Context: an optimization exercise on an open-source flow, tuned for a short achievable clock period and few clock cycles. The choices shown serve that exercise and are no tape-out recipe.
The RTL was checked by simulation tests, not by an equivalence proof against the original design.
No activity file was given, so power comes from the tool's default toggle rates.

## the previous run
==> flow/design.v (excerpt) <==
module line_i_cache #(
    parameter int data_width  = 32,
    parameter int addr_width  = 32,
    parameter int entries     = 16,
    parameter int line_words  = 4,
    parameter int count_width = 32
) (
    input  logic                   clock,
    input  logic                   reset_n,
    input  logic                   flush,
    input  logic                   ir_addr_valid,
    output logic                   ir_addr_ready,
    input  logic [addr_width-1:0]  ir_addr,
    output logic                   ir_data_valid,
    input  logic                   ir_data_ready,
    output logic [data_width-1:0]  ir_data,
    output logic                   bus_ir_addr_valid,
    input  logic                   bus_ir_addr_ready,
    output logic [addr_width-1:0]  bus_ir_addr,
    input  logic                   bus_ir_data_valid,
    output logic                   bus_ir_data_ready,
    input  logic [data_width-1:0]  bus_ir_data,
    output logic [count_width-1:0] hit_count,
    output logic [count_width-1:0] miss_count
);
    localparam int OFF_W  = $clog2(line_words);
    localparam int IDX_W  = $clog2(entries);
    localparam int SLOT_W = IDX_W + OFF_W;
    localparam int NSLOT  = entries * line_words;
    localparam int TAG_W  = addr_width - SLOT_W;
    localparam int QD     = 12;               
    localparam int RD     = 16;               
    localparam int RW     = $clog2(RD);
    localparam int SEQ_W  = RW + OFF_W;
    localparam int NGRP   = 4;                
    localparam int GSZ    = NSLOT / NGRP;
    logic                  rdy_q;
    logic                  nrdy_i;            
  ...
==> flow/config.mk <==
export PLATFORM = sky130hd
export DESIGN_NAME = line_i_cache
export DESIGN_NICKNAME = line_i_cache
export VERILOG_FILES = /design/flow/design.v
export SDC_FILE = /design/flow/constraint.sdc
export NUM_CORES = 4
export LEC_CHECK = 0
export ABC_CLOCK_PERIOD_IN_PS = 1800
export CAP_MARGIN = 20
export CORE_MARGIN = 2
export CORE_UTILIZATION = 62
export CTS_CLUSTER_DIAMETER = 100
export CTS_CLUSTER_SIZE = 24
export PLACE_DENSITY = 0.7
export SETUP_SLACK_MARGIN = 4.2
export SLEW_MARGIN = 20
export TNS_END_PERCENT = 10
==> flow/constraint.sdc <==
create_clock -name core_clock -period 6.0 [get_ports {clock}]
set_input_delay 1.2000 -clock core_clock [delete_from_list [all_inputs] [get_ports {clock}]]
set_output_delay 1.2000 -clock core_clock [all_outputs]
set_load 0.01 [all_outputs]
run.sh (not shown) runs the stock make flow with config.mk's settings and CLKGATE_MAP_FILE= SYNTH_SCRIPT=/design/flow/synth_recipe.tcl, a recipe that flattens the netlist after the stock synthesis.
Testbench counts of the previous run, summed over its fixed seeds: cycles 16,096.
Edits applied to the flow inputs when going from the previous run to the current run:
# the previous run
export LEC_CHECK = 0
export ABC_CLOCK_PERIOD_IN_PS = 1800
export CAP_MARGIN = 20
export CORE_MARGIN = 2
export CORE_UTILIZATION = 62
export CTS_CLUSTER_DIAMETER = 100
export CTS_CLUSTER_SIZE = 24
export PLACE_DENSITY = 0.7
export SETUP_SLACK_MARGIN = 4.2
export SLEW_MARGIN = 20
export TNS_END_PERCENT = 10
create_clock -name core_clock -period 6.0 [get_ports {clock}]
# the current run
export LEC_CHECK = 0
export ABC_CLOCK_PERIOD_IN_PS = 1800
export CAP_MARGIN = 20
export CORE_MARGIN = 2
export CORE_UTILIZATION = 55
export CTS_CLUSTER_DIAMETER = 100
export CTS_CLUSTER_SIZE = 24
export PLACE_DENSITY = 0.65
export SETUP_SLACK_MARGIN = 4.2
export SLEW_MARGIN = 20
export TNS_END_PERCENT = 10
create_clock -name core_clock -period 6.0 [get_ports {clock}]
==> results.txt <==
From the previous run to the current run the numbers moved as follows: clock-pin slew on the worst setup and hold paths shows no meaningful change; detailed-route wire length on metal 1 higher; worst setup slack higher; placed wire-length estimate after detailed placement +1.2%; minimum clock period after layout moved down. The previous run → the current run: ratio of final minimum period to clock period about even, portion of total power attributed to the clock network shows no meaningful change. Diff the previous run..the current run | number of cells on the worst reg-to-reg path | unchanged. Count of placed standard cells in the final layout, fillers left out ends up lower on the previous run. Die footprint delta (the current run − the previous run): unfavourable.

line_i_cache, a different RTL version from the one above (not shown whole).
Size in the first run: ~11000 cells after synthesis, about 200 I/O pins.
==> flow/config.mk <==
export PLATFORM = sky130hd
export DESIGN_NAME = line_i_cache
export DESIGN_NICKNAME = line_i_cache
export VERILOG_FILES = /design/flow/design.v
export SDC_FILE = /design/flow/constraint.sdc
export NUM_CORES = 4
export LEC_CHECK = 0
export ABC_CLOCK_PERIOD_IN_PS = 1800
export CAP_MARGIN = 20
export CORE_MARGIN = 2
export CORE_UTILIZATION = 55
export CTS_CLUSTER_DIAMETER = 50
export CTS_CLUSTER_SIZE = 28
export PLACE_DENSITY = 0.65
export SETUP_SLACK_MARGIN = 4.2
export SLEW_MARGIN = 20
export TNS_END_PERCENT = 10
==> flow/constraint.sdc <==
create_clock -name core_clock -period 6.0 [get_ports {clock}]
set_input_delay 1.2000 -clock core_clock [delete_from_list [all_inputs] [get_ports {clock}]]
set_output_delay 1.2000 -clock core_clock [all_outputs]
set_load 0.01 [all_outputs]
Testbench counts at the start, summed over its fixed seeds: cycles 16,096.
Next try:
CTS_CLUSTER_DIAMETER = 100   (was 50)
CTS_CLUSTER_SIZE = 24   (was 28)
Result: The new run produced a clean layout. Total power falls by about a fifth. Sequential share of layout area rises by 3.4 points. Fmax stays flat. Synthesized cell count stays the same. Final area falls by a few percent. Global-route usage falls by 0.53 points. Sequential power is about the same. Routed wire length falls by a few percent. Die area stays the same.

try-fjord:
line_i_cache, a different RTL version from the one above (not shown whole).
## line_i_cache
module line_i_cache #(
    parameter int data_width  = 32,
    parameter int addr_width  = 32,
    parameter int entries     = 16,
    parameter int line_words  = 4,
    parameter int count_width = 32
) (
    input  logic                   clock,
    input  logic                   reset_n,
    input  logic                   flush,
    input  logic                   ir_addr_valid,
    output logic                   ir_addr_ready,
    input  logic [addr_width-1:0]  ir_addr,
    output logic                   ir_data_valid,
    input  logic                   ir_data_ready,
    output logic [data_width-1:0]  ir_data,
    output logic                   bus_ir_addr_valid,
    input  logic                   bus_ir_addr_ready,
    output logic [addr_width-1:0]  bus_ir_addr,
    input  logic                   bus_ir_data_valid,
    output logic                   bus_ir_data_ready,
    input  logic [data_width-1:0]  bus_ir_data,
    output logic [count_width-1:0] hit_count,
    output logic [count_width-1:0] miss_count
);
    localparam int OFF_W  = $clog2(line_words);
    localparam int IDX_W  = $clog2(entries);
    localparam int SLOT_W = IDX_W + OFF_W;
    localparam int TAG_W  = addr_width - SLOT_W;
    localparam int QD     = 8;                
    localparam int QW     = $clog2(QD);
    localparam int RD     = 16;               
    localparam int RW     = $clog2(RD);
    localparam int SEQ_W  = RW + OFF_W;
    logic                  rdy_q;
    logic                  a_v, a_fl;
  ...
clock: 6.0 ns
lec_check: 0
cap_margin: 20
core_margin: 2
core_utilization: 45
place_density: 0.6
slew_margin: 20
Testbench counts of try-fjord, summed over its fixed seeds: cycles 16,214.
Changes in try-sierra relative to try-fjord:
# try-fjord
export LEC_CHECK = 0
export CAP_MARGIN = 20
export CORE_MARGIN = 2
export CORE_UTILIZATION = 45
export PLACE_DENSITY = 0.6
export SLEW_MARGIN = 20
create_clock -name core_clock -period 6.0 [get_ports {clock}]
# try-sierra
export LEC_CHECK = 0
export ABC_CLOCK_PERIOD_IN_PS = 1500
export CAP_MARGIN = 20
export CORE_MARGIN = 2
export CORE_UTILIZATION = 45
export PLACE_DENSITY = 0.6
export SETUP_SLACK_MARGIN = 4.5
export SLEW_MARGIN = 20
create_clock -name core_clock -period 6.0 [get_ports {clock}]
==> comparison <==
try-sierra completed; timing, DRC and antenna clean
try-fjord → try-sierra: synthesized instance count roughly the same, power after layout higher, via count higher.
Taking try-fjord as the reference point, the final critical-path share of the clock period of try-sierra falls by 18 points.
try-sierra vs. try-fjord: clock skew went down by 0.0067 ns.
Comparing try-fjord against try-sierra, there is no change at all in initial standard-cell utilization of the core.
After detailed routing, try-fjord needs less wire than try-sierra.
Area growth from synthesis to layout (higher): try-sierra
The run showing the smaller clock-buffer cell count is try-fjord.

-- re-timing with driven ports --
The results above use ideal ports. As a check the final layouts listed here were re-extracted and re-timed, cells and wires unchanged.
Step 1, drivers: a clkbuf_16 drives clock and a buf_2 each remaining input, both assumed.
Step 2 moves the port delays by t, midway between the first and last clock arrival at a register: inputs arrive t later, outputs are due t later. That takes back most of the time a late clock gives input paths.
a / b / c = ideal ports / drivers / drivers and shift; a / b = the first two.
| run | t (ns) | setup slack, ns | clock arrival spread, ns | slew at the worst register clock pin (ns) |
|---|---|---|---|---|
| the previous run | 1.027 | 3.308 / 3.209 / 3.045 | 0.070 / 0.071 | 0.10 / 0.10 |
| the current run | 1.049 | 3.316 / 3.211 / 3.028 | 0.069 / 0.070 | 0.10 / 0.10 |
| the first run of note 2 | 1.082 | 3.294 / 3.186 / 2.753 | 0.067 / 0.067 | 0.09 / 0.09 |
| the second run of note 2 | 1.057 | 3.296 / 3.184 / 2.806 | 0.086 / 0.086 | 0.11 / 0.11 |
| try-fjord | 0.999 | 1.046 / 1.046 / 1.046 | 0.104 / 0.103 | 0.07 / 0.07 |
| try-sierra | 1.025 | 2.125 / 2.125 / 2.125 | 0.107 / 0.106 | 0.07 / 0.07 |
After both steps setup and hold are still met in every run listed. For the first run of note 2, which loses most, drivers alone change the setup slack by -0.108 ns; drivers and shift together by -0.541 ns.
